Background: an optimization exercise with open tools, aiming at a short achievable clock period and few clock cycles. Do not read the settings as production practice. Only simulation tests tie the RTL to the original design; equivalence was not proved.

$ cat design/flow/config.mk
export PLATFORM = sky130hd
export DESIGN_NAME = sha256_message_digest_unit
export DESIGN_NICKNAME = sha256_message_digest_unit
export VERILOG_FILES = /design/flow/design.v
export SDC_FILE = /design/flow/constraint.sdc
export NUM_CORES = 4
export LEC_CHECK = 0
export CAP_MARGIN = 35
export CORE_MARGIN = 2
export CORE_UTILIZATION = 40
export SLEW_MARGIN = 30
$ cat design/flow/constraint.sdc
create_clock -name core_clock -period 15.0 [get_ports {clk}]
set_input_delay 3.0000 -clock core_clock [delete_from_list [all_inputs] [get_ports {clk}]]
set_output_delay 3.0000 -clock core_clock [all_outputs]
set_load 0.01 [all_outputs]
$ cat design/flow/design.v
package sha_pkg;
    localparam int NCORE = 2;
    localparam logic [255:0] INIT_H = {32'h6a09e667, 32'hbb67ae85, 32'h3c6ef372, 32'ha54ff53a,
                                       32'h510e527f, 32'h9b05688c, 32'h1f83d9ab, 32'h5be0cd19};
    function automatic logic [31:0] round_k(input logic [5:0] i);
        case (i)
            6'd0: round_k = 32'h428a2f98;
            6'd1: round_k = 32'h71374491;
            6'd2: round_k = 32'hb5c0fbcf;
            6'd3: round_k = 32'he9b5dba5;
            6'd4: round_k = 32'h3956c25b;
            6'd5: round_k = 32'h59f111f1;
            6'd6: round_k = 32'h923f82a4;
            6'd7: round_k = 32'hab1c5ed5;
            6'd8: round_k = 32'hd807aa98;
            6'd9: round_k = 32'h12835b01;
            6'd10: round_k = 32'h243185be;
            6'd11: round_k = 32'h550c7dc3;
            6'd12: round_k = 32'h72be5d74;
            6'd13: round_k = 32'h80deb1fe;
            6'd14: round_k = 32'h9bdc06a7;
            6'd15: round_k = 32'hc19bf174;
            6'd16: round_k = 32'he49b69c1;
            6'd17: round_k = 32'hefbe4786;
            6'd18: round_k = 32'h0fc19dc6;
            6'd19: round_k = 32'h240ca1cc;
            6'd20: round_k = 32'h2de92c6f;
            6'd21: round_k = 32'h4a7484aa;
            6'd22: round_k = 32'h5cb0a9dc;
            6'd23: round_k = 32'h76f988da;
            6'd24: round_k = 32'h983e5152;
            6'd25: round_k = 32'ha831c66d;
            6'd26: round_k = 32'hb00327c8;
            6'd27: round_k = 32'hbf597fc7;
            6'd28: round_k = 32'hc6e00bf3;
            6'd29: round_k = 32'hd5a79147;
            6'd30: round_k = 32'h06ca6351;
            6'd31: round_k = 32'h14292967;
            6'd32: round_k = 32'h27b70a85;
            6'd33: round_k = 32'h2e1b2138;
            6'd34: round_k = 32'h4d2c6dfc;
            6'd35: round_k = 32'h53380d13;
            6'd36: round_k = 32'h650a7354;
            6'd37: round_k = 32'h766a0abb;
            6'd38: round_k = 32'h81c2c92e;
            6'd39: round_k = 32'h92722c85;
            6'd40: round_k = 32'ha2bfe8a1;
            6'd41: round_k = 32'ha81a664b;
            6'd42: round_k = 32'hc24b8b70;
            6'd43: round_k = 32'hc76c51a3;
            6'd44: round_k = 32'hd192e819;
            6'd45: round_k = 32'hd6990624;
            6'd46: round_k = 32'hf40e3585;
            6'd47: round_k = 32'h106aa070;
            6'd48: round_k = 32'h19a4c116;
            6'd49: round_k = 32'h1e376c08;
            6'd50: round_k = 32'h2748774c;
            6'd51: round_k = 32'h34b0bcb5;
            6'd52: round_k = 32'h391c0cb3;
            6'd53: round_k = 32'h4ed8aa4a;
            6'd54: round_k = 32'h5b9cca4f;
            6'd55: round_k = 32'h682e6ff3;
            6'd56: round_k = 32'h748f82ee;
            6'd57: round_k = 32'h78a5636f;
            6'd58: round_k = 32'h84c87814;
            6'd59: round_k = 32'h8cc70208;
            6'd60: round_k = 32'h90befffa;
            6'd61: round_k = 32'ha4506ceb;
            6'd62: round_k = 32'hbef9a3f7;
            6'd63: round_k = 32'hc67178f2;
        endcase
    endfunction
    function automatic logic [31:0] sig0(input logic [31:0] x);
        sig0 = {x[6:0], x[31:7]} ^ {x[17:0], x[31:18]} ^ {3'b000, x[31:3]};
    endfunction
    function automatic logic [31:0] sig1(input logic [31:0] x);
        sig1 = {x[16:0], x[31:17]} ^ {x[18:0], x[31:19]} ^ {10'b0, x[31:10]};
    endfunction
    function automatic logic [31:0] bsig0(input logic [31:0] x);
        bsig0 = {x[1:0], x[31:2]} ^ {x[12:0], x[31:13]} ^ {x[21:0], x[31:22]};
    endfunction
    function automatic logic [31:0] bsig1(input logic [31:0] x);
        bsig1 = {x[5:0], x[31:6]} ^ {x[10:0], x[31:11]} ^ {x[24:0], x[31:25]};
    endfunction
    function automatic logic [31:0] csa_s(input logic [31:0] x, input logic [31:0] y,
                                          input logic [31:0] z);
        csa_s = x ^ y ^ z;
    endfunction
    function automatic logic [31:0] csa_c(input logic [31:0] x, input logic [31:0] y,
                                          input logic [31:0] z);
        logic [31:0] m;
        m = (x & y) | (x & z) | (y & z);
        csa_c = {m[30:0], 1'b0};
    endfunction
    function automatic logic [31:0] add32(input logic [31:0] x, input logic [31:0] y);
        logic [31:0] g, p;
        g = x & y;
        p = x ^ y;
        for (int l = 0; l < 5; l++)
            for (int i = 0; i < 32; i++)
                if (((i >> l) & 1) == 1)
                begin
                    g[i] = g[i] | (p[i] & g[((i >> l) << l) - 1]);
                    p[i] = p[i] & p[((i >> l) << l) - 1];
                end
        add32 = x ^ y ^ {g[30:0], 1'b0};
    endfunction
endpackage
module sha_front #(
    parameter int NC = 2
) (
    input  logic          clk,
    input  logic          rst_n,
    input  logic          in_valid,
    input  logic [7:0]    in_data_byte,
    input  logic          in_has_byte,
    input  logic          in_last,
    output logic          in_ready,
    input  logic [NC-1:0] p_free,
    output logic [NC-1:0] ld,
    output logic [511:0]  ld_data,
    output logic          ld_final,
    output logic          ld_extra,
    output logic          ld_extra80,
    output logic [63:0]   ld_bitlen
);
    localparam int QD = 4;
    localparam int CW = (NC > 4) ? 3 : (NC > 2) ? 2 : 1;
    logic       cap_v, cap_hb, cap_last;
    logic [7:0] cap_d;
    logic [9:0] qmem [QD];
    logic [1:0] wptr, rptr;
    logic [2:0] qcnt;
    logic [511:0] sbuf;
    logic [5:0]   scnt;
    logic [60:0]  mlen;
    logic [CW-1:0] cur;
    always_ff @(posedge clk or negedge rst_n)
    begin
        if (!rst_n)
            cap_v <= 1'b0;
        else
            cap_v <= in_valid && in_ready;
    end
    always_ff @(posedge clk)
    begin
        cap_d    <= in_data_byte;
        cap_hb   <= in_has_byte;
        cap_last <= in_last;
    end
    logic       hd_hb, hd_last;
    logic [7:0] hd_d;
    assign {hd_hb, hd_last, hd_d} = qmem[rptr];
    logic brdy, b_final, b_extra, b_extra80;
    logic [63:0] b_bitlen;
    logic [CW-1:0] bcur;
    logic pop, xfer;
    assign xfer = brdy && p_free[bcur];
    assign pop  = (qcnt != 3'd0) && (!brdy || p_free[bcur]);
    logic [6:0]   k;
    logic [60:0]  mlen_n;
    logic [63:0]  bitlen_n;
    logic [511:0] snew;
    logic         complete, fin_fit, fin_extra;
    assign k        = {1'b0, scnt} + {6'd0, hd_hb};
    assign mlen_n   = mlen + {60'd0, hd_hb};
    assign bitlen_n = {mlen_n, 3'b000};
    assign complete = (hd_hb && scnt == 6'd63) || hd_last;
    assign fin_fit  = hd_last && (k <= 7'd55);
    assign fin_extra = hd_last && (k > 7'd55);
    always_comb
    begin
        for (int j = 0; j < 64; j++)
        begin
            if (hd_hb && scnt == 6'(j))
                snew[511 - 8 * j -: 8] = hd_d;
            else if (hd_last && k == 7'(j))
                snew[511 - 8 * j -: 8] = 8'h80;
            else if (hd_last && k < 7'(j))
            begin
                if (fin_fit && j >= 56)
                    snew[511 - 8 * j -: 8] = bitlen_n[63 - 8 * (j - 56) -: 8];
                else
                    snew[511 - 8 * j -: 8] = 8'h00;
            end
            else
                snew[511 - 8 * j -: 8] = sbuf[511 - 8 * j -: 8];
        end
    end
    always_comb
    begin
        ld = '0;
        if (xfer)
            ld[bcur] = 1'b1;
    end
    assign ld_data    = sbuf;
    assign ld_final   = b_final;
    assign ld_extra   = b_extra;
    assign ld_extra80 = b_extra80;
    assign ld_bitlen  = b_bitlen;
    always_ff @(posedge clk)
    begin
        if (pop)
            sbuf <= snew;
        if (cap_v)
            qmem[wptr] <= {cap_hb, cap_last, cap_d};
        if (pop && complete)
        begin
            b_final   <= fin_fit;
            b_extra   <= fin_extra;
            b_extra80 <= (k == 7'd64);
            b_bitlen  <= bitlen_n;
            bcur      <= cur;
        end
    end
    logic [2:0] qcnt_n;
    assign qcnt_n = qcnt + {2'd0, cap_v} - {2'd0, pop};
    always_ff @(posedge clk)
    begin
        in_ready <= (qcnt_n <= 3'(QD - 2)) || ((qcnt_n == 3'(QD - 1)) && !in_ready);
    end
    always_ff @(posedge clk or negedge rst_n)
    begin
        if (!rst_n)
        begin
            wptr     <= '0;
            rptr     <= '0;
            qcnt     <= '0;
            scnt     <= '0;
            mlen     <= '0;
            brdy     <= 1'b0;
            cur      <= '0;
        end
        else
        begin
            if (cap_v)
                wptr <= wptr + 2'd1;
            if (pop)
                rptr <= rptr + 2'd1;
            qcnt     <= qcnt_n;
            if (pop && complete)
                brdy <= 1'b1;
            else if (xfer)
                brdy <= 1'b0;
            if (pop)
            begin
                if (hd_last)
                begin
                    mlen <= '0;
                    scnt <= '0;
                    cur  <= (cur == NC - 1) ? '0 : cur + 1'b1;
                end
                else
                begin
                    mlen <= mlen_n;
                    scnt <= scnt + {5'd0, hd_hb};
                end
            end
        end
    end
endmodule
module sha_core (
    input  logic         clk,
    input  logic         rst_n,
    input  logic         ld,
    input  logic [511:0] ld_data,
    input  logic         ld_final,
    input  logic         ld_extra,
    input  logic         ld_extra80,
    input  logic [63:0]  ld_bitlen,
    output logic         p_free,
    output logic [255:0] dig,
    output logic         dig_valid,
    input  logic         dig_take
);
    localparam logic [1:0] C_IDLE  = 2'd0;
    localparam logic [1:0] C_ROUND = 2'd1;
    localparam logic [1:0] C_DONE  = 2'd2;
    logic [511:0] pbuf;
    logic         pfull, pfinal, pextra, pext80;
    logic [63:0]  plen;
    logic [1:0]   cstate;
    logic [5:0]   rnd;
    logic         blk_final;
    logic [31:0]  a, b, c, e, f, g;
    logic [31:0]  hh [8];
    logic [31:0]  w [16];
    logic [31:0]  kwp, kwq, q, wpart;
    logic [31:0]  s11, s10, s01, s00, c11, c10, c01, c00;
    logic         f61;
    logic [31:0]  kreg;
    logic [5:0]   rk;
    assign p_free    = !pfull;
    assign dig       = {hh[0], hh[1], hh[2], hh[3], hh[4], hh[5], hh[6], hh[7]};
    assign dig_valid = (cstate == C_DONE);
    logic setup, last_rnd;
    assign setup    = (cstate == C_IDLE) && pfull;
    assign last_rnd = (rnd == 6'd63);
    function automatic logic [31:0] pw(input logic [511:0] blk, input int i);
        pw = blk[511 - 32 * i -: 32];
    endfunction
    logic [31:0] s1, ch, s0, mj;
    logic [31:0] ex, ey, ax1, ay1, ay2, ax3, ay3;
    logic [31:0] a_n, e_n;
    assign s1 = sha_pkg::bsig1(e);
    assign ch = (e & f) ^ (~e & g);
    assign s0 = sha_pkg::bsig0(a);
    assign mj = (a & b) | (a & c) | (b & c);
    assign ex  = sha_pkg::csa_s(q, s1, ch);
    assign ey  = sha_pkg::csa_c(q, s1, ch);
    assign e_n = ex + ey;
    logic [31:0] sm, cm;
    always_comb
    begin
        for (int i = 0; i < 32; i++)
        begin
            sm[i] = e[i] ? (a[i] ? s11[i] : s10[i]) : (a[i] ? s01[i] : s00[i]);
            cm[i] = e[i] ? (a[i] ? c11[i] : c10[i]) : (a[i] ? c01[i] : c00[i]);
        end
    end
    assign ax1 = sm;
    assign ay1 = {cm[30:0], 1'b0};
    logic [31:0] t4, co4;
    always_comb
    begin
        for (int i = 0; i < 32; i++)
        begin
            t4[i]  = (ax1[i] ^ ay1[i]) ^ (s1[i] ^ s0[i]);
            co4[i] = (ax1[i] & (ay1[i] | s1[i])) | (ay1[i] & s1[i]);
            if (i == 0)
            begin
                ax3[i] = t4[i];
                ay2[i] = t4[i] ? 1'b0 : s0[i];
            end
            else
            begin
                ax3[i] = t4[i] ^ co4[i-1];
                ay2[i] = t4[i] ? co4[i-1] : s0[i];
            end
        end
    end
    assign ay3 = {ay2[30:0], 1'b0};
    assign a_n = ax3 + ay3;
    logic [31:0] qx1, qy1;
    logic [31:0] p_n, q_n;
    assign p_n = g + kwp;
    assign qx1 = sha_pkg::csa_s(g, kwq, c);
    assign qy1 = sha_pkg::csa_c(g, kwq, c);
    assign q_n = qx1 + qy1;
    logic [31:0] pn_x, f1_x, f0_x, o_x, n_x;
    assign pn_x = setup ? p0 : p_n;
    assign f1_x = setup ? hh[5] : e;
    assign f0_x = setup ? hh[6] : f;
    assign o_x  = setup ? (hh[1] | hh[2]) : (a | b);
    assign n_x  = setup ? (hh[1] & hh[2]) : (a & b);
    logic [31:0] wn, kwp_n, kwq_n, ha, hb, kx1, ky1, kx2, ky2;
    logic [31:0] wx1, wy1, ws0, ws1;
    logic [31:0] wpart_n;
    assign ws0     = sha_pkg::sig0(w[2]);
    assign ws1     = sha_pkg::sig1(w[14]);
    assign wn      = ws1 + wpart;
    assign wx1     = sha_pkg::csa_s(ws0, w[10], w[1]);
    assign wy1     = sha_pkg::csa_c(ws0, w[10], w[1]);
    assign wpart_n = wx1 + wy1;
    assign ha    = f61 ? hh[0] : 32'd0;
    assign hb    = f61 ? hh[4] : 32'd0;
    assign kx1   = sha_pkg::csa_s(kreg, w[2], ha);
    assign ky1   = sha_pkg::csa_c(kreg, w[2], ha);
    assign kwp_n = kx1 + ky1;
    assign kx2   = sha_pkg::csa_s(kreg, w[2], hb);
    assign ky2   = sha_pkg::csa_c(kreg, w[2], hb);
    assign kwq_n = kx2 + ky2;
    logic [31:0] km0r, kw1r, wp0r;
    logic [31:0] l0, l1, xl, yl, km0_ld, kw1_ld, wp0_ld;
    assign l0     = pw(ld_data, 0);
    assign l1     = pw(ld_data, 1);
    assign km0_ld = 32'h428a2f98 + l0;
    assign kw1_ld = 32'h71374491 + l1;
    assign xl     = sha_pkg::csa_s(pw(ld_data, 9), sha_pkg::sig0(l1), l0);
    assign yl     = sha_pkg::csa_c(pw(ld_data, 9), sha_pkg::sig0(l1), l0);
    assign wp0_ld = xl + yl;
    always_ff @(posedge clk)
    begin
        if (ld)
        begin
            km0r <= km0_ld;
            kw1r <= kw1_ld;
            wp0r <= wp0_ld;
        end
        else if (setup && pextra)
        begin
            km0r <= pext80 ? 32'h428a2f98 + 32'h80000000 : 32'h428a2f98;
            kw1r <= 32'h71374491;
            wp0r <= pext80 ? 32'h80000000 : 32'h0;
        end
    end
    logic [31:0] p0, q0, qx0, qy0;
    assign p0  = hh[7] + km0r;
    assign qx0 = sha_pkg::csa_s(hh[7], km0r, hh[3]);
    assign qy0 = sha_pkg::csa_c(hh[7], km0r, hh[3]);
    assign q0  = qx0 + qy0;
    always_ff @(posedge clk)
    begin
        s11 <= pn_x ^ f1_x ^ o_x;
        s10 <= pn_x ^ f1_x ^ n_x;
        s01 <= pn_x ^ f0_x ^ o_x;
        s00 <= pn_x ^ f0_x ^ n_x;
        c11 <= (pn_x & f1_x) | (pn_x & o_x) | (f1_x & o_x);
        c10 <= (pn_x & f1_x) | (pn_x & n_x) | (f1_x & n_x);
        c01 <= (pn_x & f0_x) | (pn_x & o_x) | (f0_x & o_x);
        c00 <= (pn_x & f0_x) | (pn_x & n_x) | (f0_x & n_x);
        if (setup)
        begin
            for (int i = 0; i < 16; i++)
                w[i] <= pw(pbuf, i);
            wpart <= wp0r;
            q  <= q0;
            kwp <= kw1r;
            kwq <= kw1r;
            f61 <= 1'b0;
            kreg <= 32'hb5c0fbcf;
            rk <= 6'd3;
            a <= hh[0]; b <= hh[1]; c <= hh[2];
            e <= hh[4]; f <= hh[5]; g <= hh[6];
        end
        else
        begin
            for (int i = 0; i < 15; i++)
                w[i] <= w[i+1];
            w[15] <= wn;
            wpart <= wpart_n;
            q  <= q_n;
            kwp <= kwp_n;
            kwq <= kwq_n;
            f61 <= (rnd == 6'd60);
            kreg <= sha_pkg::round_k(rk);
            rk <= rk + 6'd1;
            a <= a_n; b <= a; c <= b;
            e <= e_n; f <= e; g <= f;
        end
    end
    always_ff @(posedge clk)
    begin
        if (ld)
            pbuf <= ld_data;
        else if (setup && pextra)
            pbuf <= {(pext80 ? 32'h80000000 : 32'h0), 416'd0, plen};
        if (ld)
            plen <= ld_bitlen;
    end
    always_ff @(posedge clk or negedge rst_n)
    begin
        if (!rst_n)
        begin
            pfull  <= 1'b0;
            pfinal <= 1'b0;
            pextra <= 1'b0;
            pext80 <= 1'b0;
        end
        else if (ld)
        begin
            pfull  <= 1'b1;
            pfinal <= ld_final;
            pextra <= ld_extra;
            pext80 <= ld_extra80;
        end
        else if (setup)
        begin
            if (pextra)
            begin
                pfinal <= 1'b1;
                pextra <= 1'b0;
            end
            else
                pfull <= 1'b0;
        end
    end
    always_ff @(posedge clk or negedge rst_n)
    begin
        if (!rst_n)
        begin
            cstate    <= C_IDLE;
            rnd       <= '0;
            blk_final <= 1'b0;
            for (int i = 0; i < 8; i++)
                hh[i] <= sha_pkg::INIT_H[255 - 32 * i -: 32];
        end
        else
        begin
            unique case (cstate)
                C_IDLE:
                begin
                    rnd <= '0;
                    if (pfull)
                    begin
                        cstate    <= C_ROUND;
                        blk_final <= pfinal;
                    end
                end
                C_ROUND:
                begin
                    rnd <= rnd + 6'd1;
                    if (last_rnd)
                    begin
                        hh[0] <= a_n;
                        hh[1] <= hh[1] + a;
                        hh[2] <= hh[2] + b;
                        hh[3] <= hh[3] + c;
                        hh[4] <= e_n;
                        hh[5] <= hh[5] + e;
                        hh[6] <= hh[6] + f;
                        hh[7] <= hh[7] + g;
                        cstate <= blk_final ? C_DONE : C_IDLE;
                    end
                end
                C_DONE:
                begin
                    if (dig_take)
                    begin
                        for (int i = 0; i < 8; i++)
                            hh[i] <= sha_pkg::INIT_H[255 - 32 * i -: 32];
                        cstate <= C_IDLE;
                    end
                end
                default: cstate <= C_IDLE;
            endcase
        end
    end
endmodule
module sha256_message_digest_unit (
    input  logic        clk,
    input  logic        rst_n,
    input  logic        in_valid,
    input  logic [7:0]  in_data_byte,
    input  logic        in_has_byte,
    input  logic        in_last,
    output logic        in_ready,
    output logic        out_valid,
    input  logic        out_ready,
    output logic [63:0] digest_bits_255_192,
    output logic [63:0] digest_bits_191_128,
    output logic [63:0] digest_bits_127_64,
    output logic [63:0] digest_bits_63_0
);
    localparam int NC = sha_pkg::NCORE;
    localparam int CW = (NC > 4) ? 3 : (NC > 2) ? 2 : 1;
    logic [NC-1:0] p_free, ld, dig_valid, dig_take;
    logic [511:0]  ld_data;
    logic          ld_final, ld_extra, ld_extra80;
    logic [63:0]   ld_bitlen;
    logic [255:0]  dig [NC];
    sha_front #(.NC(NC)) u_front (
        .clk(clk), .rst_n(rst_n), .in_valid(in_valid), .in_data_byte(in_data_byte),
        .in_has_byte(in_has_byte), .in_last(in_last), .in_ready(in_ready),
        .p_free(p_free), .ld(ld), .ld_data(ld_data), .ld_final(ld_final), .ld_extra(ld_extra),
        .ld_extra80(ld_extra80), .ld_bitlen(ld_bitlen));
    for (genvar i = 0; i < NC; i++)
    begin : g_core
        sha_core u_core (
            .clk(clk), .rst_n(rst_n), .ld(ld[i]), .ld_data(ld_data), .ld_final(ld_final),
            .ld_extra(ld_extra), .ld_extra80(ld_extra80), .ld_bitlen(ld_bitlen),
            .p_free(p_free[i]), .dig(dig[i]), .dig_valid(dig_valid[i]), .dig_take(dig_take[i]));
    end
    logic [CW-1:0] turn;
    logic [255:0]  out_reg;
    logic          hs, ov;
    assign hs = ov && out_ready;
    always_comb
    begin
        dig_take = '0;
        if (hs)
            dig_take[turn] = 1'b1;
    end
    always_ff @(posedge clk)
    begin
        out_reg <= dig[turn];
    end
    always_ff @(posedge clk or negedge rst_n)
    begin
        if (!rst_n)
        begin
            ov   <= 1'b0;
            turn <= '0;
        end
        else
        begin
            if (hs)
            begin
                ov   <= 1'b0;
                turn <= (turn == NC - 1) ? '0 : turn + 1'b1;
            end
            else
                ov <= dig_valid[turn];
        end
    end
    always_ff @(posedge clk)
    begin
        out_valid <= hs ? 1'b0 : dig_valid[turn];
    end
    assign digest_bits_255_192 = out_reg[255:192];
    assign digest_bits_191_128 = out_reg[191:128];
    assign digest_bits_127_64  = out_reg[127:64];
    assign digest_bits_63_0    = out_reg[63:0];
endmodule
$ cat design/flow/flow/run.sh
#!/bin/bash
# standard ORFS layout (the standard.sh: standard synthesis, floorplan, place, cts, route,
# finish) with repair_timing asked to leave 11 ns of setup slack at the 15 ns clock, so that
# the resizer keeps working on the paths the achieved period depends on
set -euo pipefail
bash standard.sh SETUP_SLACK_MARGIN=11 finish > make_finish.log 2>&1
$ cat design/flow/standard.sh
#!/bin/bash
# synth_recipe.tcl (not shown) runs the flow's synth.tcl, then flattens the netlist and writes it again
# the make line also repeats each setting of config.mk as NAME=value (left out here)
make -C /OpenROAD-flow-scripts/flow DESIGN_CONFIG=/design/flow/config.mk WORK_HOME=/design/flow/orfs CLKGATE_MAP_FILE= SYNTH_SCRIPT=/design/flow/synth_recipe.tcl "${@:-finish}"
==> results of run 1 <==
[Yosys cell counts (34+ instances only)]
master / number
o22a_1: 66
xnor2_1: 1078
fa_1: 685
xor2_1: 731
dfstp_2: 272
and2_1: 482
a21o_1: 503
nand3_1: 373
dfxtp_1: 2450
edfxtp_1: 1891
dfrtp_1: 345
o21ai_0: 1079
o211ai_1: 108
mux2_2: 298
nor3_1: 332
nand2b_1: 146
nor2b_1: 113
nor2_1: 1743
buf_1: 84
o22ai_1: 57
a211oi_1: 143
mux2i_1: 189
o21a_1: 138
a21oi_1: 1323
nand4_1: 85
nor4_1: 37
nand2_1: 5214
and4_1: 36
o21ai_1: 329
clkbuf_1: 1124
a31oi_1: 203
o31ai_1: 103
mux4_2: 138
and3_1: 537
ha_1: 1060
a22o_1: 91
a211o_1: 34
o21bai_1: 141
inv_1: 1434
or3_1: 73
[routing by layer]
| metal | vias to the layer above | track usage [%] | share of wire (%) |
|---|---|---|---|
| met4 | 44 | 28.65 | 10 |
| met1 | 101700 | 43.39 | 38 |
| met5 | - | 0 | 0.026 |
| met3 | 2583 | 6.221 | 7.9 |
| li1 | 89910 | - | - |
| met2 | 10100 | 54.04 | 44 |
[what timing repair did]
action | in CTS | in global routing
gates cloned | 15 | 4
pin swaps | 434 | 420
gates resized for setup | 3014 | 701
setup endpoints to repair | 4309 | 1520
buffers inserted | 419 | 179
[cells by family after synthesis]
| kind of cell | after synthesis |
|---|---|
| fa+ha+maj | 1749 |
| compound gates | 4745 |
| xor+xnor | 1811 |
| flops | 4958 |
| simple gates | 9337 |
| mux | 626 |
| buf+inv | 2665 |
[tightest hold or removal path: stages, from the launching register on]
cell and delay [ns]:
dfxtp_1 0.30, nand2_1 0.05, nand2_1 0.04
[worst min path at each step]
stage / to / cells past startpoint
global placement: g_core[1].u_core.w[6][5] / 2
global route: g_core[0].u_core.w[14][23] / 2
CTS: g_core[1].u_core.w[4][29] / 2
floorplan: g_core[0].u_core.w[10][0] / 2
detailed placement: g_core[0].u_core.w[5][23] / 2
finish: g_core[0].u_core.w[14][23] / 2
[cell type report]
type | count | area, um^2
repair buffers | 1372 | 13550
clock buffers | 794 | 16150
inverters | 1455 | 5620
diodes | 307 | 768.2
multi-input cells | 18270 | 130300
clock inverters | 254 | 2970
well taps | 8350 | 10450
repair inverters | 1 | 8.758
fillers | 58230 | 326500
flip-flops and latches | 4958 | 122500
[through the flow]
stage,utilization [%],cells
3_5_place_dp,42.35,33780
6_report,48.08,35760
4_1_cts,47.17,35270
3_3_place_gp,42.18,33730
2_1_floorplan,-,25890
5_1_grt,48.04,35670
[layout by cell type (no fill, tap or decap), types with 148 or more instances in the layout]
cell	instances
and2_1	470
nor3_1	309
clkbuf_16	584
and3_1	532
o21ai_0	1013
mux2i_1	172
o21ai_1	300
dfrtp_1	316
xnor2_1	887
dfxtp_2	259
nand2_1	5151
mux2_2	280
xor2_1	642
inv_1	1368
a21o_1	499
diode_2	307
buf_6	352
edfxtp_1	1891
ha_1	967
dfxtp_1	2054
fa_1	642
a21oi_1	1169
dfstp_2	270
nand3_1	361
nor2_1	1689
buf_4	776
a31oi_1	148
==> summary.txt, run 1 <==
Compound-cell area share of the yosys netlist = 11.62%
Largest net degree at the start of global routing = 177
Reg2reg path depth = 21
WL final = 1160000 um
First-pass GRT wire length = 1565000 um
Max-capacitance violation count = 0
Critical path capture point = digest_bits_191_128[21]
Cell taking the most area after synthesis = edfxtp_1
Max_slew headroom = 23.56%
Synthesis-stage register bit count = 4958
Post-placement cell area = 266300 um^2
Via count = 204400
Critical path buffers and inverters = 1
Fin. max-slew vios = 0
Area growth syn-to-layout = 19.63%
Worst Tran Pin Value = 1.142 ns
Placement Rows = 291
Final min period = 4.717 ns
Worst setup startpoint = out_reg[149]
R2R setup slack = 10.53 ns
Vias per std cell = 5.714
Vias in the first global route = 194900
IO Port Bufs = 271
WHS = 0.3831 ns
Regs by FF count = g_core.u_core.pbuf x960, g_core.u_core.w x960
Hold wc startpoint = g_core[0].u_core.w[15][23]
Worst setup margin = 10.28 ns
Bufs on Longest Clock Path = 4
1st-iter DRT viols = 23040
Post-synth ARST share = 12.44%
Worst path required time = 12.00 ns
Cts hold-fix bufs = 0
CTS tree = yes
Post-synthesis adder-cell area fraction = 10.69%
Final Cell Area = 302300 um^2
Synth Net Count = 27650
Die Span Y = 798.8 um
Cells along the critical path = buf_6
Core Region = 628800 um^2
Tcrit/Tclk final = 31.45%
# H-tree levels = 6
Antenna violations before repair = 146
Critical path fanouts, max = 1
Final nets = 28380
Routed Antenna Nets = 0
Root Driver = clkbuf_16
# IOs = 272
Top Family by Delay on Critical Path = flip-flops
Hold WC Path Type = reg2reg
Number of remaining DRC errors = 0
Final Hold Vio Count = 0
Fraction of layout cells with a size suffix above 1 = 17.21%
Number of cells on the critical path = 1
Die area = 638100 um^2
Register area share after synthesis = 48.12%
Setup TNS = 0 ns
Yosys top cell area share = 22.47%
Critical path capture point type = output port
Synth Warn # = 62
CTS Buf Count = 564
Syn_area_per_cell = 9.760 um^2
R2R Path End = g_core[1].u_core.a[30]
WL per Instance = 32.42 um
Routability cong. = 1.047
HPWL after DPL = 876000 um
CTS Sinks = 4958
Worst EP arrival = 1.72 ns
Maximum operating frequency = 0.2120 GHz
Synth area leaders = edfxtp_1 22%, dfxtp_1 19%, nand2_1 7.7%, fa_1 5.4%, ha_1 5.2%
Cells after Synth = 25890
GR Overflow Total = 0
# setup viols final = 0
Synth Area in XOR/XNOR = 6.288%
Clock Pin Slew Worst Setup and Hold Paths = 0.06 ns
Post-synthesis mux area share = 3.311%
Later-pin clock latency in the skew report = 1.15 ns
Initial Util = 40.19%
Largest family of logic cells by synthesized area = simple AND/OR/NAND/NOR gates
Mapped Area = 252700 um^2
CP max-delay cell = dfxtp_4
RSZ-0062 raised after global routing = yes
Status = timing/DRC/antenna clean
Setup CP Type = reg2out
RR Startpoint = g_core[1].u_core.a[1]
GRT Total Usage = 35.13%
Critical path's largest stage delay = 0.49 ns
Post-synthesis simple-gate area fraction = 16.00%
Post-synth cell types = 103
Die width = 798.8 um
Crit path launch type = flop
Clock skew = 0.08740 ns
Post-synth EDFFs = 1891
Pre-CTS WS = 8.417 ns
Drt pass-1 iters = 8
Top FF cell, synth = dfxtp_1
Testbench counts, summed over its fixed seeds: cycles 33,427.
==> run 2, diff against run 1 <==
==> design/flow/flow/run.sh (replaced) <==
#!/bin/bash
# The standard layout (standard.sh: standard synthesis, floorplan, place, cts, route,
# finish) with repair_timing asked to leave 11 ns of setup slack at the 15 ns clock, and one
# step added after placement: each output port's buffer and the flip-flop that alone drives
# it are moved to the port's pin and the placement is legalized again (flow/tweak.tcl)
set -euo pipefail
R=orfs/results/${FLOW_PLATFORM}/sha256_message_digest_unit/base
bash standard.sh SETUP_SLACK_MARGIN=11 place > make_place.log 2>&1
ODB_IN=$R/3_place.odb ODB_OUT=$R/3_place_tweak.odb openroad -no_init -exit flow/tweak.tcl > tweak.log 2>&1
cp $R/3_place_tweak.odb $R/3_place.odb
bash standard.sh SETUP_SLACK_MARGIN=11 finish > make_finish.log 2>&1
==> design/flow/flow/tweak.tcl (new file) <==
# put each output port's buffer, and the flip-flop that alone drives it, at the port's pin
# (clamped into the core), then legalize
read_db $::env(ODB_IN)
set block [ord::get_db_block]
set core [$block getCoreArea]
set cx0 [$core xMin]; set cy0 [$core yMin]; set cx1 [expr {[$core xMax] - 20000}]; set cy1 [expr {[$core yMax] - 5440}]
set moved 0
foreach bterm [$block getBTerms] {
  if {[$bterm getIoType] ne "OUTPUT"} { continue }
  set net [$bterm getNet]
  if {$net eq "NULL"} { continue }
  set buf ""
  foreach it [$net getITerms] { if {[$it isOutputSignal]} { set buf [$it getInst] } }
  if {$buf eq ""} { continue }
  set bb [$bterm getBBox]
  set px [expr {([$bb xMin] + [$bb xMax]) / 2}]
  set py [expr {([$bb yMin] + [$bb yMax]) / 2}]
  set px [expr {max($cx0, min($cx1, $px))}]
  set py [expr {max($cy0, min($cy1, $py))}]
  $buf setLocation $px $py
  set bin ""
  foreach it [$buf getITerms] { if {[$it isInputSignal] && [[$it getNet] getSigType] eq "SIGNAL"} { set bin $it } }
  if {$bin eq ""} { continue }
  set n2 [$bin getNet]
  set drv ""
  set nload 0
  foreach it [$n2 getITerms] { if {[$it isOutputSignal]} { set drv [$it getInst] } else { incr nload } }
  if {$drv eq "" || $nload != 1} { continue }
  if {![[$drv getMaster] isSequential]} { continue }
  $drv setLocation $px $py
  incr moved
}
puts "moved $moved flip-flops with their output buffers to the pins"
detailed_placement
check_placement -verbose
write_db $::env(ODB_OUT)
==> run 2 against run 1 <==
Compared with the run above:
- non-clock buffer count decreased by 10
- synthesized cell count unchanged
- count of clock-buffer cells in the layout grew 11
- register-to-register slack got worse by 0.02 ns
- global-route usage up 0.14 points
- sequential share of layout area barely moved
- synthesized area unchanged
- critical path type unchanged
- highest routed layer unchanged
==> summary.txt, run 2 <==
1st-iter DRT viols = 22770 (-1.2%)
Cells along the critical path = buf_2
Placement Rows = 291 (unchanged)
Worst setup margin = 10.38 ns (+0.09610 ns)
WL per Instance = 32.59 um (+0.52%)
Number of remaining DRC errors = 0 (unchanged)
Mapped Area = 252700 um^2 (unchanged)
Tcrit/Tclk final = 30.81% (-0.64 points)
Max_slew headroom = 24.50% (+0.94 points)
Register area share after synthesis = 48.12% (unchanged)
Top FF cell, synth = dfxtp_1
Worst path required time = 12.00 ns (about the same)
Cell taking the most area after synthesis = edfxtp_1
Cell with the most instances after synthesis = nand2_1
Clock Pin Slew Worst Setup and Hold Paths = 0.07 ns (about the same)
Post-synthesis mux area share = 3.311% (unchanged)
Fill cells = 58020 (-0.37%)
Bufs on Longest Clock Path = 4 (unchanged)
Critical path's largest stage delay = 0.35 ns (-0.14 ns)
CTS Buf Count = 562 (-0.35%)
Initial Util = 40.19% (unchanged)
Syn_area_per_cell = 9.760 um^2 (unchanged)
Crit path launch type = flop
Number of cells on the critical path = 1 (unchanged)
Placed Cells incl. Taps = 33780 (unchanged)
Top Family by Delay on Critical Path = flip-flops
Fin. max-slew vios = 0 (unchanged)
Cts hold-fix bufs = 0 (unchanged)
Status = timing/DRC/antenna clean
RR Startpoint = g_core[0].u_core.a[14]
Vias in the first global route = 195100 (+0.11%)
Worst setup startpoint = out_reg[215]
HPWL after DPL = 876000 um (unchanged)
Yosys top cell area share = 22.47% (unchanged)
Max-capacitance violation count = 0 (unchanged)
First-pass GRT wire length = 1571000 um (+0.41%)
CTS tree = yes
Setup CP Type = reg2out
GR Overflow Total = 0 (unchanged)
Worst EP arrival = 1.62 ns (-0.10 ns)
Routed Antenna Nets = 0 (unchanged)
RSZ-0062 raised after global routing = yes
Antenna violations before repair = 183 (+25%)
Reg2reg path depth = 13 (-38%)
Synth Net Count = 27650 (unchanged)
GRT Total Usage = 35.27% (+0.14 points)
# H-tree levels = 6 (unchanged)
Core Region = 628800 um^2 (unchanged)
Setup TNS = 0 ns (unchanged)
Critical path buffers and inverters = 1 (unchanged)
Multi-input gate area = 130100 um^2 (-0.13%)
Synth area leaders = edfxtp_1 22%, dfxtp_1 19%, nand2_1 7.7%, fa_1 5.4%, ha_1 5.2%
Core Util, Final = 48.06% (about the same)
Final min period = 4.621 ns (-0.09610 ns)
Post-synthesis adder-cell area fraction = 10.69% (unchanged)
WL final = 1166000 um (+0.57%)
Pre-CTS WS = 8.417 ns (unchanged)
Worst Tran Pin Value = 1.132 ns (-0.009817 ns)
Post-synth EDFFs = 1891 (unchanged)
Hold WC Path Type = reg2reg
Area growth syn-to-layout = 19.58% (about the same)
Synth top cells by count = 5214 x nand2_1, 2450 x dfxtp_1, 1891 x edfxtp_1, 1743 x nor2_1, 1434 x inv_1
Clock skew = 0.08635 ns (-0.001051 ns)
Synth Area in XOR/XNOR = 6.288% (unchanged)
Cells after Synth = 25890 (unchanged)
Fraction of layout cells with a size suffix above 1 = 17.12% (-0.096 points)
Final Hold Vio Count = 0 (unchanged)
Final instance count without filler cells = 35780 (+0.053%)
Die area = 638100 um^2 (unchanged)
Die width = 798.8 um (unchanged)
# IOs = 272 (unchanged)
Synth Warn # = 62 (unchanged)
Maximum operating frequency = 0.2164 GHz (+2.1%)
R2R Path End = g_core[0].u_core.a[30]
Drt pass-1 iters = 8 (unchanged)
Regs by FF count = g_core.u_core.pbuf x960, g_core.u_core.w x960
Critical path capture point = digest_bits_255_192[23]
Final nets = 28370 (-0.039%)
Later-pin clock latency in the skew report = 1.16 ns (about the same)
Die Span Y = 798.8 um (unchanged)
Post-synth ARST share = 12.44% (unchanged)
Commonest non-fill, non-tap cell in the layout = nand2_1
# setup viols final = 0 (unchanged)
Post-synth cell types = 103 (unchanged)
Largest family of logic cells by synthesized area = simple AND/OR/NAND/NOR gates
Via count = 205000 (+0.30%)
Routability cong. = 1.047 (unchanged)
Compound-cell area share of the yosys netlist = 11.62% (unchanged)
Post-synthesis simple-gate area fraction = 16.00% (unchanged)
Area occupied by registers = 122500 um^2 (about the same)
Synthesis-stage register bit count = 4958 (unchanged)
Vias per std cell = 5.728 (+0.25%)
CP max-delay cell = dfxtp_1
Root Driver = clkbuf_16
Largest net degree at the start of global routing = 177 (unchanged)
Critical path capture point type = output port
IO Port Bufs = 271 (unchanged)
Commonest cells after routing, fill and taps aside = 5162 x nand2_1, 2018 x dfxtp_1, 1891 x edfxtp_1
R2R setup slack = 10.51 ns (-0.02 ns)
Critical path fanouts, max = 1 (unchanged)
CTS Sinks = 4958 (unchanged)
[run 2: cell counts after synthesis]
Identical to the previous run, type by type.
[run 2: routing by layer]
| layer | GRT usage (%) | part of all wire [%] |
|---|---|---|
| met5 | 0 | 0.030 |
| met4 | 28.34 | 9.9 |
| met3 | 6.209 | 8.2 |
| met2 | 54.44 | 44 |
| met1 | 43.60 | 38 |
[run 2: cell type report]
class | instances | share of cell area (%)
timing repair inverter | 1 | 0.002898
sequential | 4958 | 40.55
clock inverter | 235 | 0.9913
multi-input combinational | 18270 | 43.07
inverter | 1455 | 1.859
clock buffer | 805 | 5.321
timing repair buffer | 1362 | 4.472
tap | 8350 | 3.457
antenna | 343 | 0.2841
[run 2: through the flow]
step | cell area (um^2) | hold slack (ns)
finish | 302200 | 0.3816
global route | 301900 | 0.4091
CTS | 295900 | 0.3712
detailed placement | 266300 | 0.4034
global placement | 265200 | 0.4033
floorplan | 252900 | 0.3989
[run 2: kinds of logic (layout without fill, tap and decap cells)]
logic type,after synthesis,after routing
buffers and inverters,2665,3858
AND/OR/NAND/NOR,9337,9343
AO/OA/AOI/OAI,4745,4745
flip-flops,4958,4958
other,0,343
multiplexers,626,626
adder cells (fa/ha/maj),1749,1749
XOR/XNOR,1811,1811
[run 2: worst min path at each step]
stage                         startpoint                        end  slack (ns)  depth (start not counted)
2_1_floorplan  g_core[0].u_core.w[11][0]  g_core[0].u_core.w[10][0]        0.40                          2
3_3_place_gp    g_core[1].u_core.w[7][5]   g_core[1].u_core.w[6][5]        0.40                          2
3_5_place_dp   g_core[0].u_core.w[6][23]  g_core[0].u_core.w[5][23]        0.40                          2
4_1_cts        g_core[1].u_core.w[5][29]  g_core[1].u_core.w[4][29]        0.37                          2
5_1_grt        g_core[0].u_core.w[7][13]  g_core[0].u_core.w[6][13]        0.41                          2
6_report       g_core[1].u_core.w[5][29]  g_core[1].u_core.w[4][29]        0.38                          2
[run 2: repair_timing]
action                     4_1_cts  5_1_grt
resized for setup             2853      769
buffers inserted               397      189
setup endpoints to repair     4291     1689
pin swaps                      429      399
gates cloned                    14        6
==> run 3, diff against run 2 <==
--- a/design/flow/design.v
+++ b/design/flow/design.v
@@ -1,4 +1,4 @@
 package sha_pkg;
-    localparam int NCORE = 2;
+    localparam int NCORE = 3;
     localparam logic [255:0] INIT_H = {32'h6a09e667, 32'hbb67ae85, 32'h3c6ef372, 32'ha54ff53a,
                                        32'h510e527f, 32'h9b05688c, 32'h1f83d9ab, 32'h5be0cd19};
==> run 3 against run 2 <==
Compared with the run above:
- hold slack lost 0.048 ns
- register-to-register slack worse by 0.07 ns
- synthesized area up 42%
- synthesized cell count increased by 44%
- count of clock-buffer cells in the layout rose by 283
- critical path depth did not move
- global-route usage is 2.5 points higher
==> summary.txt, run 3 <==
Mapped Area = 357600 um^2 (+42%)
Routability cong. = 1.038 (-0.88%)
Core Region = 891800 um^2 (+42%)
# H-tree levels = 6 (unchanged)
Die Span Y = 949.6 um (+19%)
Synth Net Count = 39950 (+44%)
Top Family by Delay on Critical Path = flip-flops
IO Port Bufs = 271 (unchanged)
Hold WC Path Type = reg2reg
CTS Sinks = 6958 (+40%)
Worst Tran Pin Value = 1.301 ns (+0.1688 ns)
Max-capacitance violation count = 0 (unchanged)
First-pass GRT wire length = 2360000 um (+50%)
Critical path fanouts, max = 2 (+1)
Post-synthesis mux area share = 2.013% (-1.3 points)
Post-synthesis simple-gate area fraction = 16.80% (+0.80 points)
Synth area leaders = edfxtp_1 21%, dfxtp_1 20%, nand2_1 8.4%, fa_1 5.7%, ha_1 5.5%
1st-iter DRT viols = 37040 (+63%)
Number of remaining DRC errors = 0 (unchanged)
Synth Warn # = 62 (unchanged)
Top FF cell, synth = dfxtp_1
Cell taking the most area after synthesis = edfxtp_1
Setup TNS = 0 ns (unchanged)
Fraction of layout cells with a size suffix above 1 = 16.84% (-0.28 points)
Area growth syn-to-layout = 19.65% (about the same)
Cells along the critical path = buf_6
Initial Util = 40.10% (-0.084 points)
GRT Total Usage = 37.77% (+2.5 points)
Setup CP Type = reg2out
Commonest non-fill, non-tap cell in the layout = nand2_1
Largest net degree at the start of global routing = 174 (-1.7%)
Worst EP arrival = 1.71 ns (+0.09 ns)
Vias in the first global route = 281800 (+44%)
Placement Rows = 347 (+19%)
Regs by FF count = g_core.u_core.pbuf x1440, g_core.u_core.w x1440, g_core.u_core.hh x768
Post-synth ARST share = 12.76% (+0.32 points)
Maximum operating frequency = 0.2121 GHz (-2.0%)
WL final = 1772000 um (+52%)
Drt pass-1 iters = 8 (unchanged)
Synth Area in XOR/XNOR = 6.446% (+0.16 points)
WL per Instance = 34.57 um (+6.1%)
Synthesis-stage register bit count = 6958 (+40%)
Fin. max-slew vios = 0 (unchanged)
Critical path buffers and inverters = 1 (unchanged)
Die area = 901700 um^2 (+41%)
# setup viols final = 0 (unchanged)
Final Hold Vio Count = 0 (unchanged)
Status = timing/DRC/antenna clean
Bufs on Longest Clock Path = 4 (unchanged)
CTS tree = yes
Critical path capture point type = output port
Clock Pin Slew Worst Setup and Hold Paths = 0.06 ns (about the same)
Crit path launch type = flop
Worst path required time = 12.00 ns (about the same)
Core Util, Final = 47.98% (-0.072 points)
Via count = 297700 (+45%)
CTS Buf Count = 758 (+35%)
Commonest cells after routing, fill and taps aside = 7877 x nand2_1, 2934 x dfxtp_1, 2529 x edfxtp_1
HPWL after DPL = 1328000 um (+52%)
Final min period = 4.714 ns (+0.09320 ns)
Antenna violations before repair = 233 (+27%)
Max_slew headroom = 13.25% (-11 points)
CP max-delay cell = dfxtp_4
Syn_area_per_cell = 9.577 um^2 (-1.9%)
Die width = 949.6 um (+19%)
Routed Antenna Nets = 0 (unchanged)
Cells after Synth = 37340 (+44%)
Later-pin clock latency in the skew report = 1.28 ns (+0.12 ns)
Tcrit/Tclk final = 31.43% (+0.62 points)
WHS = 0.3332 ns (-0.04835 ns)
GR Overflow Total = 0 (unchanged)
Cell with the most instances after synthesis = nand2_1
Post-synth cell types = 110 (+6.8%)
Vias per std cell = 5.807 (+1.4%)
Post-synth EDFFs = 2529 (+34%)
Post-synthesis adder-cell area fraction = 11.26% (+0.57 points)
Compound-cell area share of the yosys netlist = 12.21% (+0.58 points)
Final nets = 41010 (+45%)
# IOs = 272 (unchanged)
Fill cells = 82880 (+43%)
Yosys top cell area share = 21.23% (-1.2 points)
Root Driver = clkbuf_16
Clock skew = 0.1315 ns (+0.04516 ns)
Cts hold-fix bufs = 0 (unchanged)
Synth top cells by count = 7956 x nand2_1, 3541 x dfxtp_1, 2529 x edfxtp_1, 2502 x nor2_1, 2161 x a21oi_1
Largest family of logic cells by synthesized area = simple AND/OR/NAND/NOR gates
RSZ-0062 raised after global routing = yes
Critical path's largest stage delay = 0.41 ns (+0.06 ns)
Register area share after synthesis = 47.41% (-0.71 points)
## run 3: cell types whose count changed after synthesis, sizes merged, moves of 377 or more
cell / before / now
nand2: 5214 / 7956
dfxtp: 2450 / 3541
a21oi: 1324 / 2163
and3: 537 / 1342
nor2: 1743 / 2504
edfxtp: 1891 / 2529
clkbuf: 1124 / 1715
xnor2: 1078 / 1621
ha: 1060 / 1577
o21ai: 1409 / 1909
inv: 1437 / 1814
## run 3: worst paths after layout
check,startpoint,endpoint,slack [ns],cells after the start
setup / recovery,u_front.in_ready,in_ready,10.29,1
hold / removal,g_core[1].u_core.w[12][9],g_core[1].u_core.w[11][9],0.33,2
setup reg to reg,g_core[1].u_core.a[3],g_core[1].u_core.a[31],10.44,21
hold reg to reg,g_core[1].u_core.w[12][9],g_core[1].u_core.w[11][9],0.33,2
max in group asynchronous,rst_n,u_front.mlen[49],11.19,4
min in group asynchronous,rst_n,g_core[0].u_core.hh[2][24],1.72,1
## run 3: area by class of cell
class	instances	area [um^2]	area share [%]
clock inverters	347	4619	1.080
diodes	319	798.3	0.1866
flip-flops and latches	6958	171100	39.98
multi-input cells	26730	186700	43.63
repair buffers	2131	20960	4.898
inverters	1831	7157	1.673
clock buffers	1088	21770	5.087
well taps	11870	14850	3.470
## run 3: logic make-up (layout without fill, tap and decap cells)
| logic type | after synthesis | in the layout |
|---|---|---|
| compound gates | 7058 | 7058 |
| other cells | 0 | 319 |
| buf+inv | 3676 | 5397 |
| fa+ha+maj | 2618 | 2618 |
| flops | 6958 | 6958 |
| xor+xnor | 2629 | 2629 |
| simple gates | 13960 | 13980 |
| mux | 450 | 450 |
## run 3: what timing repair did
item,4_1_cts,5_1_grt
hold endpoints to repair,0,0
pin swaps,534,646
setup endpoints to repair,5612,1985
resized for setup,3428,1192
setup buffers,614,330
gates cloned,36,13
## run 3: metal layers
metal / vias to the layer above / wire length [um] / global-route usage [%] / part of all wire (%)
li1: 129900 / - / - / -
met1: 148600 / 685500 / 48.65 / 39
met2: 15570 / 743000 / 55.44 / 42
met3: 3541 / 161600 / 7.161 / 9.1
met4: 60 / 181700 / 30.67 / 10
met5: - / 419 / 0 / 0.024
## run 3: stage by stage
step,setup slack (ns),cell area (um^2),std cells
finish,10.29,427900,51270
CTS,10.25,418300,50590
global placement,8.167,375100,48310
global route,10.26,427700,51170
floorplan,10.65,359100,37340
detailed placement,8.157,377400,48500
Testbench counts of run 3, summed over its fixed seeds: cycles 32,777.
==> run 4, diff against run 3 <==
--- a/design/flow/design.v
+++ b/design/flow/design.v
@@ -1,4 +1,4 @@
 package sha_pkg;
-    localparam int NCORE = 3;
+    localparam int NCORE = 2;
     localparam logic [255:0] INIT_H = {32'h6a09e667, 32'hbb67ae85, 32'h3c6ef372, 32'ha54ff53a,
                                        32'h510e527f, 32'h9b05688c, 32'h1f83d9ab, 32'h5be0cd19};
@@ -141,5 +141,5 @@
             cap_v <= 1'b0;
         else
-            cap_v <= in_valid && in_ready;
+            cap_v <= in_valid && rdy;
     end
     always_ff @(posedge clk)
@@ -216,7 +216,9 @@
     logic [2:0] qcnt_n;
     assign qcnt_n = qcnt + {2'd0, cap_v} - {2'd0, pop};
+    logic rdy;
     always_ff @(posedge clk)
     begin
         in_ready <= (qcnt_n <= 3'(QD - 2)) || ((qcnt_n == 3'(QD - 1)) && !in_ready);
+        rdy      <= (qcnt_n <= 3'(QD - 2)) || ((qcnt_n == 3'(QD - 1)) && !rdy);
     end
     always_ff @(posedge clk or negedge rst_n)
--- a/design/flow/flow/tweak.tcl
+++ b/design/flow/flow/tweak.tcl
@@ -26,5 +26,5 @@
   set nload 0
   foreach it [$n2 getITerms] { if {[$it isOutputSignal]} { set drv [$it getInst] } else { incr nload } }
-  if {$drv eq "" || $nload != 1} { continue }
+  if {$drv eq "" || $nload > 2} { continue }
   if {![[$drv getMaster] isSequential]} { continue }
   $drv setLocation $px $py
--- a/design/flow/config.mk
+++ b/design/flow/config.mk
@@ -9,3 +9,5 @@
 export CORE_MARGIN = 2
 export CORE_UTILIZATION = 40
+export CTS_CLUSTER_DIAMETER = 120
+export CTS_CLUSTER_SIZE = 15
 export SLEW_MARGIN = 30
==> run 4 against run 3 <==
Compared with the run above:
- still clean
- setup slack better by 0.20 ns
- synthesized cell count is 32% lower
- wire length is 39% lower
==> summary.txt, run 4 <==
Status = timing/DRC/antenna clean
CTS Buf Count = 375 (-51%)
Vias in the first global route = 187900 (-33%)
Worst EP arrival = 1.51 ns (-0.20 ns)
First-pass GRT wire length = 1469000 um (-38%)
Setup CP Type = reg2out
Top FF cell, synth = dfxtp_1
Max_slew headroom = 20.85% (+7.6 points)
Commonest cells after routing, fill and taps aside = 5117 x nand2_1, 2013 x dfxtp_1, 1891 x edfxtp_1
Synthesis-stage register bit count = 4959 (-29%)
Hold wc startpoint = g_core[0].u_core.w[7][27]
Met2 GRT Util = 48.87% (-6.6 points)
Busiest grt layer = met2
CP max-delay cell = dfxtp_2
Synth Net Count = 27340 (-32%)
GRT Total Usage = 32.82% (-5.0 points)
Core Util, Final = 46.27% (-1.7 points)
# IOs = 272 (unchanged)
Root Driver = clkbuf_16
Worst path required time = 12.00 ns (about the same)
Critical path capture point type = output port
1st-iter DRT viols = 22830 (-38%)
Fill cells = 58760 (-29%)
# H-tree levels = 5 (-1)
RR Startpoint = g_core[0].u_core.a[10]
Clock Pin Slew Worst Setup and Hold Paths = 0.08 ns (+0.02 ns)
Mapped Area = 250800 um^2 (-30%)
Top Family by Delay on Critical Path = flip-flops
Hold path depth = 2 (unchanged)
Vias per std cell = 5.691 (-2.0%)
Bufs on Longest Clock Path = 4 (unchanged)
Number of remaining DRC errors = 0 (unchanged)
Met1 Usage GRT = 41.92% (-6.7 points)
Initial Util = 40.18% (+0.080 points)
Hold WC Path Type = reg2reg
Maximum operating frequency = 0.2215 GHz (+4.4%)
Placement Rows = 290 (-16%)
Core Region = 624100 um^2 (-30%)
CTS tree = yes
Setup TNS = 0 ns (unchanged)
WL per Instance = 30.92 um (-11%)
Cell with the most instances after synthesis = nand2_1
Routability cong. = 1.060 (+2.1%)
Synth area leaders = edfxtp_1 23%, dfxtp_1 20%, nand2_1 7.7%, fa_1 5.5%, ha_1 5.3%
Via count = 198300 (-33%)
Placed Cells incl. Taps = 33370 (-31%)
Crit path launch type = flop
Post-synth EDFFs = 1891 (-25%)
Critical path buffers and inverters = 1 (unchanged)
Synth Warn # = 62 (unchanged)
Die width = 795.8 um (-16%)
Clock skew = 0.08161 ns (-0.04991 ns)
Met3 global-route usage = 6.354% (-0.81 points)
Final nets = 27760 (-32%)
WL final = 1077000 um (-39%)
Final Hold Vio Count = 0 (unchanged)
Synth top cells by count = 5160 x nand2_1, 2451 x dfxtp_1, 1891 x edfxtp_1, 1735 x nor2_1, 1443 x inv_1
Fraction of layout cells with a size suffix above 1 = 14.85% (-2.0 points)
R2R Path End = g_core[0].u_core.a[30]
Post-synth ARST share = 12.44% (-0.32 points)
Syn_area_per_cell = 9.804 um^2 (+2.4%)
Regs by FF count = g_core.u_core.pbuf x960, g_core.u_core.w x960
HPWL after DPL = 803400 um (-39%)
Fin. max-slew vios = 0 (unchanged)
R2R setup slack = 10.56 ns (+0.12 ns)
GR Overflow Total = 0 (unchanged)
WHS Endpoint = g_core[0].u_core.w[6][27]
Cells after Synth = 25580 (-32%)
Tcrit/Tclk final = 30.09% (-1.3 points)
Drt pass-1 iters = 7 (-1)
Reg2reg path depth = 17 (-19%)
Cts hold-fix bufs = 0 (unchanged)
Worst Tran Pin Value = 1.179 ns (-0.1220 ns)
Cell taking the most area after synthesis = edfxtp_1
Later-pin clock latency in the skew report = 1.10 ns (-0.18 ns)
Largest net degree at the start of global routing = 159 (-8.6%)
Die Span Y = 795.8 um (-16%)
Die area = 633300 um^2 (-30%)
Register area share after synthesis = 48.50% (+1.1 points)
Max-capacitance violation count = 0 (unchanged)
# setup viols final = 0 (unchanged)
Post-synth cell types = 109 (-0.91%)
Critical path's largest stage delay = 0.35 ns (-0.06 ns)
Antenna violations before repair = 161 (-31%)
Area growth syn-to-layout = 15.15%
Final min period = 4.514 ns (-0.2004 ns)
Final instance count without filler cells = 34850 (-32%)
CTS Sinks = 4959 (-29%)
Routed Antenna Nets = 0 (unchanged)
Cells along the critical path = buf_6
RSZ-0062 raised after global routing = yes
Yosys top cell area share = 22.64% (+1.4 points)
Critical path fanouts, max = 1 (-1)
IO Port Bufs = 271 (unchanged)
Commonest non-fill, non-tap cell in the layout = nand2_1
## run 4: cells by family after synthesis
group                    after synthesis  share of synthesized area [%]
AND/OR/NAND/NOR                     9268                          15.98
flip-flops                          4959                          48.50
AO/OA/AOI/OAI                       4548                          11.13
buffers and inverters               2615                          3.918
XOR/XNOR                            1823                          6.383
adder cells (fa/ha/maj)             1747                          10.76
multiplexers                         620                          3.325
## run 4: cell type report
class / count / area [um^2] / share of cell area [%]
antenna: 211 / 528.0 / 0.1828
clock buffer: 654 / 10540 / 3.649
timing repair buffer: 1199 / 11920 / 4.129
inverter: 1458 / 5607 / 1.941
clock inverter: 35 / 584.3 / 0.2023
tap: 8322 / 10410 / 3.606
multi-input combinational: 18010 / 126500 / 43.81
sequential: 4959 / 122700 / 42.48
## run 4: worst max path at each step
stage	start	end	slack (ns)	depth (start not counted)
after floorplan	g_core[0].u_core.a[1]	g_core[0].u_core.a[27]	10.26	19
after global placement	out_ready	g_core[1].u_core.hh[3][31]	8.38	8
after detailed placement	out_ready	g_core[0].u_core.hh[1][22]	8.84	8
after CTS	out_reg[212]	digest_bits_255_192[20]	10.45	1
after global routing	g_core[0].u_core.a[10]	g_core[0].u_core.a[30]	10.42	17
final	out_reg[152]	digest_bits_191_128[24]	10.49	1
## run 4: timing repair
| item | CTS | global route |
|---|---|---|
| resized for setup | 2559 | 891 |
| endpoints found under the setup margin | 3042 | 1744 |
| cloned | 18 | 1 |
| pin swaps | 342 | 379 |
| setup buffers | 352 | 188 |
## run 4: metrics by stage
stage	hold WS (ns)	setup slack, ns	instance area, um^2
2_1_floorplan	0.3989	10.26	250900
3_3_place_gp	0.4038	8.378	262500
3_5_place_dp	0.4036	8.844	263500
4_1_cts	0.3736	10.45	282700
5_1_grt	0.3999	10.42	288500
6_report	0.3771	10.49	288800
## run 4: layer usage
metal  part of all wire, %  wire length, um  up-vias
li1                      -                -    87660
met1                    39           417400    98140
met2                    42           457800    10140
met3                   9.0            96560     2336
met4                   9.8           105200       50
met5                 0.032              350        -
Testbench counts of run 4, summed over its fixed seeds: cycles 33,427.
==> run 5, diff against run 4 <==
--- a/design/flow/config.mk
+++ b/design/flow/config.mk
@@ -8,5 +8,5 @@
 export CAP_MARGIN = 35
 export CORE_MARGIN = 2
-export CORE_UTILIZATION = 40
+export CORE_UTILIZATION = 50
 export CTS_CLUSTER_DIAMETER = 120
 export CTS_CLUSTER_SIZE = 15
==> run 5 against run 4 <==
Compared with the run above:
- fmax up 0.27%
- sequential share of layout area rose by 0.21 points
- synthesized cell count did not move
- clock skew increased by 0.020 ns
- register-to-register slack better by 0.04 ns
- still clean on timing, DRC and antenna
- final area shrank 0.50%
- die area down 20%
- non-clock buffer count is 45 higher
==> summary.txt, run 5 <==
Maximum operating frequency = 0.2221 GHz (+0.27%)
Vias per std cell = 5.969 (+4.9%)
Setup CP Type = reg2out
Bufs on Longest Clock Path = 4 (unchanged)
CTS tree = yes
Die Span Y = 712.2 um (-11%)
CP max-delay cell = dfxtp_1
Clock Pin Slew Worst Setup and Hold Paths = 0.07 ns (about the same)
Post-synth ARST share = 12.44% (unchanged)
Vias in the first global route = 185900 (-1.1%)
WL final = 1081000 um (+0.36%)
# H-tree levels = 5 (unchanged)
Synthesis-stage register bit count = 4959 (unchanged)
Core Region = 500300 um^2 (-20%)
Antenna violations before repair = 177 (+9.9%)
Commonest cells after routing, fill and taps aside = 5127 x nand2_1, 2028 x dfxtp_1, 1891 x edfxtp_1
Commonest non-fill, non-tap cell in the layout = nand2_1
RR Startpoint = g_core[1].u_core.a[1]
Area occupied by registers = 122600 um^2 (about the same)
CTS Buf Count = 371 (-1.1%)
Largest net degree at the start of global routing = 203 (+28%)
Later-pin clock latency in the skew report = 1.08 ns (-0.02 ns)
Root Driver = clkbuf_16
Critical path fanouts, max = 1 (unchanged)
Cells after Synth = 25580 (unchanged)
Final Hold Vio Count = 0 (unchanged)
Final min period = 4.502 ns (-0.01220 ns)
IO Port Bufs = 271 (unchanged)
Clock skew = 0.1016 ns (+0.02000 ns)
Status = timing/DRC/antenna clean
Final nets = 27810 (+0.17%)
Worst path required time = 12.00 ns (about the same)
Tcrit/Tclk final = 30.01% (-0.081 points)
Cell taking the most area after synthesis = edfxtp_1
R2R setup slack = 10.60 ns (+0.04 ns)
1st-iter DRT viols = 22620 (-0.89%)
Max_slew headroom = 28.85% (+8.0 points)
Synth area leaders = edfxtp_1 23%, dfxtp_1 20%, nand2_1 7.7%, fa_1 5.5%, ha_1 5.3%
GR Overflow Total = 0 (unchanged)
Worst EP arrival = 1.50 ns (about the same)
Crit path launch type = flop
Fill cells = 43750 (-26%)
Critical path's largest stage delay = 0.33 ns (-0.02 ns)
# setup viols final = 0 (unchanged)
Worst setup startpoint = out_reg[209]
HPWL after DPL = 799800 um (-0.45%)
Number of cells on the critical path = 1 (unchanged)
Cts hold-fix bufs = 0 (unchanged)
Syn_area_per_cell = 9.804 um^2 (unchanged)
Number of remaining DRC errors = 0 (unchanged)
Regs by FF count = g_core.u_core.pbuf x960, g_core.u_core.w x960
Cell with the most instances after synthesis = nand2_1
# IOs = 272 (unchanged)
Area growth syn-to-layout = 14.57%
Placement Rows = 260 (-10%)
Fraction of layout cells with a size suffix above 1 = 14.87% (+0.023 points)
Hold WC Path Type = reg2reg
Max-capacitance violation count = 0 (unchanged)
Top FF cell, synth = dfxtp_1
Multi-input gate area = 126800 um^2 (+0.22%)
Via count = 198300 (+0.00050%)
Reg2reg path depth = 20 (+3)
GRT Total Usage = 41.22% (+8.4 points)
Cells along the critical path = buf_2
Drt pass-1 iters = 9 (+2)
Critical path buffers and inverters = 1 (unchanged)
CTS Sinks = 4959 (unchanged)
Die width = 712.2 um (-11%)
Critical path capture point = digest_bits_255_192[17]
Top Family by Delay on Critical Path = flip-flops
Mapped Area = 250800 um^2 (unchanged)
RSZ-0062 raised after global routing = yes
WL per Instance = 32.54 um (+5.3%)
Die area = 507300 um^2 (-20%)
R2R Path End = g_core[1].u_core.a[29]
Post-synth cell types = 109 (unchanged)
Routed Antenna Nets = 0 (unchanged)
Post-synth EDFFs = 1891 (unchanged)
Initial Util = 50.13% (+9.9 points)
Routability cong. = 1.048 (-1.1%)
Fin. max-slew vios = 0 (unchanged)
Setup TNS = 0 ns (unchanged)
Register area share after synthesis = 48.50% (unchanged)
Worst Tran Pin Value = 1.067 ns (-0.1121 ns)
Synth Net Count = 27340 (unchanged)
Synth Warn # = 62 (unchanged)
Critical path capture point type = output port
First-pass GRT wire length = 1463000 um (-0.38%)
Synth top cells by count = 5160 x nand2_1, 2451 x dfxtp_1, 1891 x edfxtp_1, 1735 x nor2_1, 1443 x inv_1
Yosys top cell area share = 22.64% (unchanged)
-- run 5: cell count changes in the layout (fill, tap and decap cells not counted), moves of 10 or more --
cell / change
buf_12: +14
buf_4: +48
buf_6: -12
dfxtp_1: +15
dfxtp_2: -11
diode_2: -25
mux2i_1: +13
nand2_1: +10
xnor2_1: -10
-- run 5: layout make-up --
cell class / count / share of cell area, %
diodes: 186 / 0.1620
clock buffers: 652 / 3.605
repair buffers: 1244 / 4.327
well taps: 6681 / 2.909
inverters: 1458 / 1.951
flip-flops and latches: 4959 / 42.68
multi-input cells: 18020 / 44.13
clock inverters: 33 / 0.2334
-- run 5: cells by family (layout without fill, tap and decap cells) --
| logic type | count (synthesis) | after routing | synth area share (%) |
|---|---|---|---|
| buffers and inverters | 2615 | 3387 | 3.918 |
| AOI/OAI and AO/OA | 4548 | 4549 | 11.13 |
| DFF | 4959 | 4959 | 48.50 |
| adders and majority gates | 1747 | 1747 | 10.76 |
| and+or+nand+nor | 9268 | 9277 | 15.98 |
| other | 0 | 186 | 0 |
| muxes | 620 | 620 | 3.325 |
| xor gates and xnor gates | 1823 | 1823 | 6.383 |
-- run 5: how the worst min path moves through the flow --
stage,from,endpoint,cells after the start
6_report,g_core[1].u_core.w[5][11],g_core[1].u_core.w[4][11],2
2_1_floorplan,g_core[0].u_core.w[11][0],g_core[0].u_core.w[10][0],2
4_1_cts,g_core[1].u_core.w[11][1],g_core[1].u_core.w[10][1],2
3_3_place_gp,g_core[1].u_core.w[15][3],g_core[1].u_core.w[14][3],2
3_5_place_dp,g_core[0].u_core.w[6][25],g_core[0].u_core.w[5][25],2
5_1_grt,g_core[1].u_core.w[5][1],g_core[1].u_core.w[4][1],2
-- run 5: through the flow --
stage                     worst slack [ns]  utilization (%)  instance area, um^2  std cells  hold WS (ns)
after floorplan                      10.26                -               250900      25580        0.3989
after global placement               8.274            52.11               260700      31710        0.4044
after detailed placement             8.222            52.25               261400      31760        0.4042
after CTS                            10.46            56.26               281500      32820        0.3826
after global routing                 10.46            57.38               287100      33120        0.4100
final                                10.50            57.43               287300      33230        0.3899
-- run 5: what timing repair did --
action	CTS	global route
setup buffers	359	195
pin swaps	354	356
endpoints found under the hold margin	0	0
setup endpoints to repair	3316	1680
gates cloned	22	10
resized for setup	2685	764
-- run 5: per-layer routing --
| metal | vias to the layer above | part of all wire [%] | global-route usage (%) |
|---|---|---|---|
| li1 | 87710 | - | - |
| met1 | 98180 | 38 | 52.37 |
| met2 | 10060 | 43 | 61.84 |
| met3 | 2342 | 8.6 | 7.246 |
| met4 | 36 | 10 | 33.77 |
| met5 | - | 0.023 | 0 |

## what the ideal ports hide
No port has a modelled driver above. Below, the same layouts with a new extraction and two added sets of constraints.
Step 1 assumes that a clkbuf_16 drives the clock port and a buf_2 every other input.
Step 2 moves the port delays by t, midway between the first and last clock arrival at a register: inputs arrive t later, outputs are due t later. That takes back most of the time a late clock gives input paths.
Three values: ideal ports, drivers, drivers and shift; two values: the first two.
| run | t, ns | setup WS [ns] | worst register clock-pin slew, ns | pins driven straight from the clock port |
|---|---|---|---|---|
| run 1 | 1.248 | 10.283 / 10.134 / 9.573 | 0.07 / 0.07 | 1 |
| run 2 | 1.269 | 10.379 / 10.233 / 9.646 | 0.07 / 0.07 | 1 |
| run 3 | 1.356 | 10.286 / 10.137 / 9.694 | 0.08 / 0.08 | 1 |
| run 4 | 1.200 | 10.486 / 10.343 / 9.740 | 0.09 / 0.09 | 1 |
| run 5 | 1.175 | 10.498 / 10.355 / 9.583 | 0.09 / 0.09 | 1 |
After both steps setup and hold are still met in every run listed. For run 5, which loses most, drivers alone change the setup slack by -0.143 ns; drivers and shift together by -0.915 ns.
